Background: an optimization exercise with open tools, aiming at small area, a short achievable clock period and few clock cycles per item. Do not read the settings as production practice. Only simulation tests tie the RTL to the original design; equivalence was not proved. Power is estimated from default activity; no workload was simulated.

### flow/config.mk
export PLATFORM = sky130hd
export DESIGN_NAME = blocked_process_delay_table
export DESIGN_NICKNAME = blocked_process_delay_table
export VERILOG_FILES = /design/flow/design.v
export SDC_FILE = /design/flow/constraint.sdc
export NUM_CORES = 4
export LEC_CHECK = 0
export CAP_MARGIN = 20
export CORE_MARGIN = 2
export CORE_UTILIZATION = 40
export SLEW_MARGIN = 20
### flow/constraint.sdc
create_clock -name core_clock -period 6.0 [get_ports {clk}]
set_input_delay 1.2000 -clock core_clock [delete_from_list [all_inputs] [get_ports {clk}]]
set_output_delay 1.2000 -clock core_clock [all_outputs]
set_load 0.01 [all_outputs]
### flow/design.v
package bpdt_pkg;
    localparam int TABLE_DEPTH = 64;
    localparam int IDX_W       = $clog2(TABLE_DEPTH);
    localparam int CNT_W       = $clog2(TABLE_DEPTH + 1);
    localparam int ID_W   = 16;
    localparam int TICK_W = 8;
    localparam int WAIT_W = 16;
    localparam int OCC_W  = 7;
    localparam int ENTRY_W = ID_W + TICK_W + WAIT_W;
    localparam logic [WAIT_W-1:0] WAIT_MAX = '1;
    typedef struct packed {
        logic [ID_W-1:0]   ident;
        logic [TICK_W-1:0] countdown;
        logic [WAIT_W-1:0] waited;
    } entry_t;
    typedef enum logic [1:0] {
        ST_IDLE,
        ST_SWEEP,
        ST_FINISH
    } ctrl_state_t;
    typedef struct packed {
        logic start;    
        logic sweep;    
        logic load;     
    } dp_cmd_t;
    typedef struct packed {
        logic sweep_done;
    } dp_sts_t;
    function automatic logic [WAIT_W-1:0] wait_add(input logic [WAIT_W-1:0] w,
                                                   input logic [1:0] bump);
        logic [WAIT_W:0] sum;
        sum = {1'b0, w} + {{(WAIT_W-1){1'b0}}, bump};
        wait_add = sum[WAIT_W] ? WAIT_MAX : sum[WAIT_W-1:0];
    endfunction
endpackage
module bpdt_ctrl (
    input  logic              clk,
    input  logic              rst_n,
    input  logic              in_valid,
    output logic              in_stall,
    output logic              out_valid,
    input  logic              out_stall,
    output bpdt_pkg::dp_cmd_t cmd,
    input  bpdt_pkg::dp_sts_t sts
);
    bpdt_pkg::ctrl_state_t state_reg, state_next;
    logic out_valid_reg, out_valid_next;
    always_ff @(posedge clk or negedge rst_n)
    begin
        if (!rst_n)
        begin
            state_reg     <= bpdt_pkg::ST_IDLE;
            out_valid_reg <= 1'b0;
        end
        else
        begin
            state_reg     <= state_next;
            out_valid_reg <= out_valid_next;
        end
    end
    always_comb
    begin
        state_next = state_reg;
        cmd        = '0;
        in_stall   = 1'b1;
        case (state_reg)
            bpdt_pkg::ST_IDLE:
            begin
                in_stall = 1'b0;
                if (in_valid)
                begin
                    cmd.start  = 1'b1;
                    state_next = bpdt_pkg::ST_SWEEP;
                end
            end
            bpdt_pkg::ST_SWEEP:
            begin
                cmd.sweep = 1'b1;
                if (sts.sweep_done)
                    state_next = bpdt_pkg::ST_FINISH;
            end
            bpdt_pkg::ST_FINISH:
            begin
                if (!out_valid_reg || !out_stall)
                begin
                    cmd.load   = 1'b1;
                    state_next = bpdt_pkg::ST_IDLE;
                end
            end
            default:
            begin
                state_next = bpdt_pkg::ST_IDLE;
            end
        endcase
    end
    always_comb
    begin
        if (cmd.load)
            out_valid_next = 1'b1;
        else
            out_valid_next = out_valid_reg && out_stall;
    end
    assign out_valid = out_valid_reg;
endmodule
module bpdt_datapath (
    input  logic                          clk,
    input  logic                          rst_n,
    input  bpdt_pkg::dp_cmd_t             cmd,
    output bpdt_pkg::dp_sts_t             sts,
    input  logic                          arrival_valid,
    input  logic [bpdt_pkg::ID_W-1:0]     process_id,
    input  logic [bpdt_pkg::TICK_W-1:0]   block_ticks,
    input  logic [bpdt_pkg::WAIT_W-1:0]   wait_so_far,
    output logic                          released_valid,
    output logic [bpdt_pkg::ID_W-1:0]     released_id,
    output logic [bpdt_pkg::WAIT_W-1:0]   released_wait,
    output logic [bpdt_pkg::OCC_W-1:0]    occupancy,
    output logic                          arrival_dropped
);
    logic [bpdt_pkg::ENTRY_W-1:0] mem [0:bpdt_pkg::TABLE_DEPTH-1];
    bpdt_pkg::entry_t mem_rd_reg;
    logic                          mem_we;
    logic [bpdt_pkg::IDX_W-1:0]    mem_wa;
    bpdt_pkg::entry_t              mem_wd;
    logic                          mem_re;
    logic [bpdt_pkg::CNT_W-1:0] count_reg, count_next;
    logic [bpdt_pkg::CNT_W-1:0] n_reg, n_next;
    logic [bpdt_pkg::CNT_W-1:0] rd_idx_reg, rd_idx_next;
    logic                       s_valid_reg, s_valid_next;
    logic                       s_from_arr_reg, s_from_arr_next;
    logic [bpdt_pkg::IDX_W-1:0] s_idx_reg, s_idx_next;
    logic                       found_reg, found_next;
    bpdt_pkg::entry_t arr_reg, arr_next;
    logic             bump2_reg, bump2_next;
    logic             dropped_reg, dropped_next;
    logic [bpdt_pkg::ID_W-1:0]   rel_id_reg, rel_id_next;
    logic [bpdt_pkg::WAIT_W-1:0] rel_wait_reg, rel_wait_next;
    bpdt_pkg::entry_t            s_data;
    bpdt_pkg::entry_t            s_upd;
    logic                        append;
    logic [1:0]                  bump;
    assign append = arrival_valid &&
                    (count_reg < bpdt_pkg::CNT_W'(bpdt_pkg::TABLE_DEPTH));
    assign bump   = bump2_reg ? 2'd2 : 2'd1;
    assign s_data = s_from_arr_reg ? arr_reg : mem_rd_reg;
    always_comb
    begin
        s_upd.ident     = s_data.ident;
        s_upd.countdown = (s_data.countdown != '0) ?
                          s_data.countdown - bpdt_pkg::TICK_W'(1) : '0;
        s_upd.waited    = bpdt_pkg::wait_add(s_data.waited, bump);
    end
    assign sts.sweep_done = (rd_idx_reg == n_reg) && !s_valid_reg;
    always_comb
    begin
        count_next      = count_reg;
        n_next          = n_reg;
        rd_idx_next     = rd_idx_reg;
        s_valid_next    = 1'b0;
        s_from_arr_next = 1'b0;
        s_idx_next      = s_idx_reg;
        found_next      = found_reg;
        arr_next        = arr_reg;
        bump2_next      = bump2_reg;
        dropped_next    = dropped_reg;
        rel_id_next     = rel_id_reg;
        rel_wait_next   = rel_wait_reg;
        mem_we          = 1'b0;
        mem_wa          = s_idx_reg;
        mem_wd          = s_upd;
        mem_re          = 1'b0;
        if (cmd.start)
        begin
            arr_next.ident     = process_id;
            arr_next.countdown = block_ticks;
            arr_next.waited    = wait_so_far;
            bump2_next         = arrival_valid;
            dropped_next       = arrival_valid && !append;
            n_next             = append ? count_reg + bpdt_pkg::CNT_W'(1) : count_reg;
            rd_idx_next        = '0;
            found_next         = 1'b0;
            rel_id_next        = '0;
            rel_wait_next      = '0;
        end
        else if (cmd.sweep)
        begin
            if (rd_idx_reg != n_reg)
            begin
                s_valid_next    = 1'b1;
                s_idx_next      = rd_idx_reg[bpdt_pkg::IDX_W-1:0];
                s_from_arr_next = (rd_idx_reg == count_reg);
                mem_re          = (rd_idx_reg != count_reg);
                rd_idx_next     = rd_idx_reg + bpdt_pkg::CNT_W'(1);
            end
            if (s_valid_reg)
            begin
                if (!found_reg && (s_upd.countdown == '0))
                begin
                    found_next    = 1'b1;
                    rel_id_next   = s_upd.ident;
                    rel_wait_next = s_upd.waited;
                end
                else
                begin
                    mem_we = 1'b1;
                    mem_wa = found_reg ? s_idx_reg - bpdt_pkg::IDX_W'(1) : s_idx_reg;
                end
            end
        end
        if (cmd.load)
            count_next = found_reg ? n_reg - bpdt_pkg::CNT_W'(1) : n_reg;
    end
    always_ff @(posedge clk)
    begin
        if (mem_we)
            mem[mem_wa] <= mem_wd;
        if (mem_re)
            mem_rd_reg <= mem[rd_idx_reg[bpdt_pkg::IDX_W-1:0]];
    end
    always_ff @(posedge clk or negedge rst_n)
    begin
        if (!rst_n)
        begin
            count_reg      <= '0;
            n_reg          <= '0;
            rd_idx_reg     <= '0;
            s_valid_reg    <= 1'b0;
            s_from_arr_reg <= 1'b0;
            found_reg      <= 1'b0;
        end
        else
        begin
            count_reg      <= count_next;
            n_reg          <= n_next;
            rd_idx_reg     <= rd_idx_next;
            s_valid_reg    <= s_valid_next;
            s_from_arr_reg <= s_from_arr_next;
            found_reg      <= found_next;
        end
    end
    always_ff @(posedge clk)
    begin
        s_idx_reg    <= s_idx_next;
        arr_reg      <= arr_next;
        bump2_reg    <= bump2_next;
        dropped_reg  <= dropped_next;
        rel_id_reg   <= rel_id_next;
        rel_wait_reg <= rel_wait_next;
        if (cmd.load)
        begin
            released_valid  <= found_reg;
            released_id     <= rel_id_reg;
            released_wait   <= rel_wait_reg;
            occupancy       <= bpdt_pkg::OCC_W'(count_next);
            arrival_dropped <= dropped_reg;
        end
    end
endmodule
module blocked_process_delay_table (
    input  logic                          clk,
    input  logic                          rst_n,
    input  logic                          in_valid,
    output logic                          in_stall,
    input  logic                          arrival_valid,
    input  logic [bpdt_pkg::ID_W-1:0]     process_id,
    input  logic [bpdt_pkg::TICK_W-1:0]   block_ticks,
    input  logic [bpdt_pkg::WAIT_W-1:0]   wait_so_far,
    output logic                          out_valid,
    input  logic                          out_stall,
    output logic                          released_valid,
    output logic [bpdt_pkg::ID_W-1:0]     released_id,
    output logic [bpdt_pkg::WAIT_W-1:0]   released_wait,
    output logic [bpdt_pkg::OCC_W-1:0]    occupancy,
    output logic                          arrival_dropped
);
    bpdt_pkg::dp_cmd_t cmd;
    bpdt_pkg::dp_sts_t sts;
    bpdt_ctrl u_ctrl (
        .clk       (clk),
        .rst_n     (rst_n),
        .in_valid  (in_valid),
        .in_stall  (in_stall),
        .out_valid (out_valid),
        .out_stall (out_stall),
        .cmd       (cmd),
        .sts       (sts)
    );
    bpdt_datapath u_datapath (
        .clk             (clk),
        .rst_n           (rst_n),
        .cmd             (cmd),
        .sts             (sts),
        .arrival_valid   (arrival_valid),
        .process_id      (process_id),
        .block_ticks     (block_ticks),
        .wait_so_far     (wait_so_far),
        .released_valid  (released_valid),
        .released_id     (released_id),
        .released_wait   (released_wait),
        .occupancy       (occupancy),
        .arrival_dropped (arrival_dropped)
    );
endmodule
### flow/run.sh
#!/bin/bash
# synth_recipe.tcl (not shown) runs the flow's synth.tcl, then flattens the netlist and writes it again
# the make line also repeats each setting of config.mk as NAME=value (left out here)
make -C /OpenROAD-flow-scripts/flow DESIGN_CONFIG=/design/flow/config.mk WORK_HOME=/design/flow/orfs CLKGATE_MAP_FILE= SYNTH_SCRIPT=/design/flow/synth_recipe.tcl finish
==> flow_metrics.tcl <==
set metrics [dict create \
    outcome "timing/DRC/antenna clean" \
    area_growth_pct 15.4 \
    die_x_um 517 \
    h-tree-depth 5 \
    irDropWorstVdd_mv 0.457 \
    startpoint_type "register" \
    wl_mm 257 \
    wl_per_cell_um 30.7 \
    syn-num-nets 4365 \
    grt_overflow_total 0 \
    end_kind "register" \
    hold_viol 0 \
    cellLeakagePower_nw 37.1 \
    postCtsSetupBuffers 0 \
    initial_utilization 0.401 \
    worstSetupPathType "reg2reg" \
    ys_top_cells_by_area "edfxtp_1 77%, mux4_2 18%, dfrtp_1 0.64%" \
    fillers 21155 \
    cp_slowest_stage_delay_ns 0.71 \
    critPathBufInv 3 \
    critPathArrivalTime_ns 5.72 \
    hpwl_mm 155 \
    crit_slowest_cell "o211ai_4" \
    worst-path-max-fanout 40 \
    path_common_cell "buf_4" \
    power_density_nw_per_um2 547 \
    dieHeight_um 517 \
    cap_violations 0 \
    cts_tree "built" \
    min_period_over_period 0.860 \
    hold_buffers 0 \
    synth_top_cell_by_area "edfxtp_1" \
    syn_area_sq_um 105000 \
    grt_first_pass_wirelength_mm 366 \
    rows 188 \
    fmaxAchievable_ghz 0.194 \
    cp_cell_sequence "mux2i_1, ha_1, or4bb_1, a22oi_2, o311ai_4, or3_1, buf_4, o211ai_4, buf_12, nor2_4, buf_4" \
    cp.required_ns 6.56 \
    synth.distinct_cells 67 \
    grt_max_degree 118 \
    clock_sinks 2748 \
    syn_avg_cell_area_sq_um 24.4 \
    antenna_found_initial 24 \
    insertion_delay_ns 0.94 \
    viasPerCell 5.70 \
    drt_iter0_markers 5613 \
    clk_path_buf_depth 4 \
    placed_cell_area_sq_um 112000 \
    synthTopCellsByCount "2689 x edfxtp_1, 840 x mux4_2, 136 x clkbuf_1, 80 x nor3_1, 68 x nand2_1" \
    cts.root.buffer_cell "clkbuf_16" \
    stdcell_area_sq_um 121000 \
    ios 88 \
    core_area_sq_um 262000 \
    numCtsBuffers 298 \
    rsz0062_at_grt "false" \
    drt.antenna.violating_nets 0 \
    synth_top_area_frac 0.769 \
    yosysMostFrequentCell "edfxtp_1" \
    setup_viol 0 \
    layout_min_cycle_time_ns 5.16 \
    grt_usage 0.193 \
    cp_top_family "compound AO/OA/AOI/OAI gates" \
    grt_pass1_vias 47798 \
    worstHoldPathType "reg2reg" \
    report.final.slew_viol_count 0 \
    finalSetupTns_ns 0 \
    synth_seq_cells 2748 \
    postCtsResizedCells 0 \
    first_pass_iters 5 \
    synth-edff-count 2689 \
    num_vias 47682 \
    io_buffers 87 \
    clk_pin_slew_ns 0.06 \
    async_flop_share 0.00983 \
    largest_register_ffs 2560 \
    fp.dieArea_sq_um 267000 \
    yosysWarnings 2 \
    slew_headroom 0.257 \
    whs_ns 0.432 \
    routabilityCongestion 0.828 \
    seq_area_frac_synth 0.781 \
    finalClockSkew_ns 0.0608 \
    drc_errors 0 \
    synth_ff_type "edfxtp_1" \
    synth_cells 4311 \
    drive_gt1_frac 0.317 \
    fin_nets 4703 \
    tightest_slew_ns 1.11 \
]
cell usage in the layout (no fill, tap or decap), drive strengths merged, types with 4 or more instances in the layout:
master,count
o311ai,4
mux2,19
xor2,25
nor3,81
edfxtp,2689
a21oi,37
xnor2,17
clkdlybuf4s50,87
nor2,35
buf,176
o21ai,37
or3b,5
nor2b,7
mux4,840
mux2i,25
nand3,38
bufinv,25
clkinv,97
and2,4
dfrtp,27
inv,20
or4,4
or3,6
dfxtp,32
nand2,68
nand4,11
clkinvlp,9
ha,8
clkbuf,361
nor4,5
diode,4
per-stage QoR:
step                instances  utilization  power (mW)  setup slack (ns)
global route             8365        0.463        68.7             0.635
finish                   8368        0.463        66.3             0.839
detailed placement       7860        0.428        49.5             0.661
CTS                      8360        0.463        66.9             0.896
floorplan                4311            -        40.1            0.0286
global placement         7858        0.428        49.2             0.715
area by class of cell:
class | count | area [sq um] | share of cell area
diodes | 4 | 10.0 | 0.0000826
clock buffers | 361 | 7810 | 0.0644
clock inverters | 139 | 1340 | 0.0111
inverters | 12 | 46.3 | 0.000382
multi-input cells | 1326 | 23000 | 0.190
flip-flops and latches | 2748 | 82100 | 0.677
well taps | 3515 | 4400 | 0.0363
repair buffers | 263 | 2550 | 0.0210
worst register-to-register path: stages, from the launching register on:
cell and delay, ns:
dfrtp_4 0.65, mux2i_1 0.42, ha_1 0.24, or4bb_1 0.55, a22oi_2 0.42, o311ai_4 0.31
or3_1 0.61, buf_4 0.29, o211ai_4 0.71, buf_12 0.21, nor2_4 0.03, buf_4 0.30
metal layers:
layer | vias to the layer above | global-route usage | part of all wire
met3 | 358 | 0.0394 | 0.080
met2 | 1871 | 0.301 | 0.48
met5 | - | 0 | 0
met1 | 26098 | 0.282 | 0.42
li1 | 19355 | - | -
met4 | 0 | 0.0442 | 0.021
where the power goes:
| group | switching (mW) | internal, mW |
|---|---|---|
| sequential | 0.979 | 26.6 |
| clock | 7.20 | 10.3 |
| combinational | 13.4 | 7.75 |
cells by family after synthesis:
family          after synthesis  synth area share
xor+xnor                     42           0.00350
mux                         884             0.184
buf+inv                     237           0.00947
fa+ha+maj                     9           0.00114
compound gates              107           0.00636
flops                      2748             0.781
simple gates                284            0.0139
final timing paths:
| kind | startpoint | to | slack (ns) | cells after the start |
|---|---|---|---|---|
| max | u_datapath.s_from_arr_reg | u_datapath.mem[54][33] | 0.84 | 11 |
| min | u_datapath.dropped_reg | u_datapath.arrival_dropped | 0.43 | 0 |
| max reg2reg | u_datapath.s_from_arr_reg | u_datapath.mem[54][33] | 0.84 | 11 |
| min reg2reg | u_datapath.dropped_reg | u_datapath.arrival_dropped | 0.43 | 0 |
| max in group asynchronous | rst_n | u_datapath.s_from_arr_reg | 4.84 | 2 |
| min in group asynchronous | rst_n | u_datapath.n_reg[0] | 0.74 | 2 |
Testbench counts, summed over its fixed seeds: cycles 438,257, items 9,600.

[port drivers added, routing unchanged]
No port has a modelled driver above. Below, the same layout with a new extraction and two added sets of constraints. Step 1: set_driving_cell puts a clkbuf_16 on clk and a buf_2 on each other input, an assumption about the parent block. Step 2 also shifts input and output timing later by t, the mid clock arrival at the registers, as if the neighbouring blocks saw the same clock. Three values: ideal ports, drivers, drivers and shift; two values: the first two.
t, ns: 0.978
setup WS [ns]: 0.839 / 0.839 / 0.609
worst register clock-pin slew, ns: 0.07 / 0.07
worst slew at a driven data input, ns: 0.07
After both steps this run still meets setup and hold. The setup slack of this run moves by 0.000 ns with the drivers and by -0.230 ns with both steps.
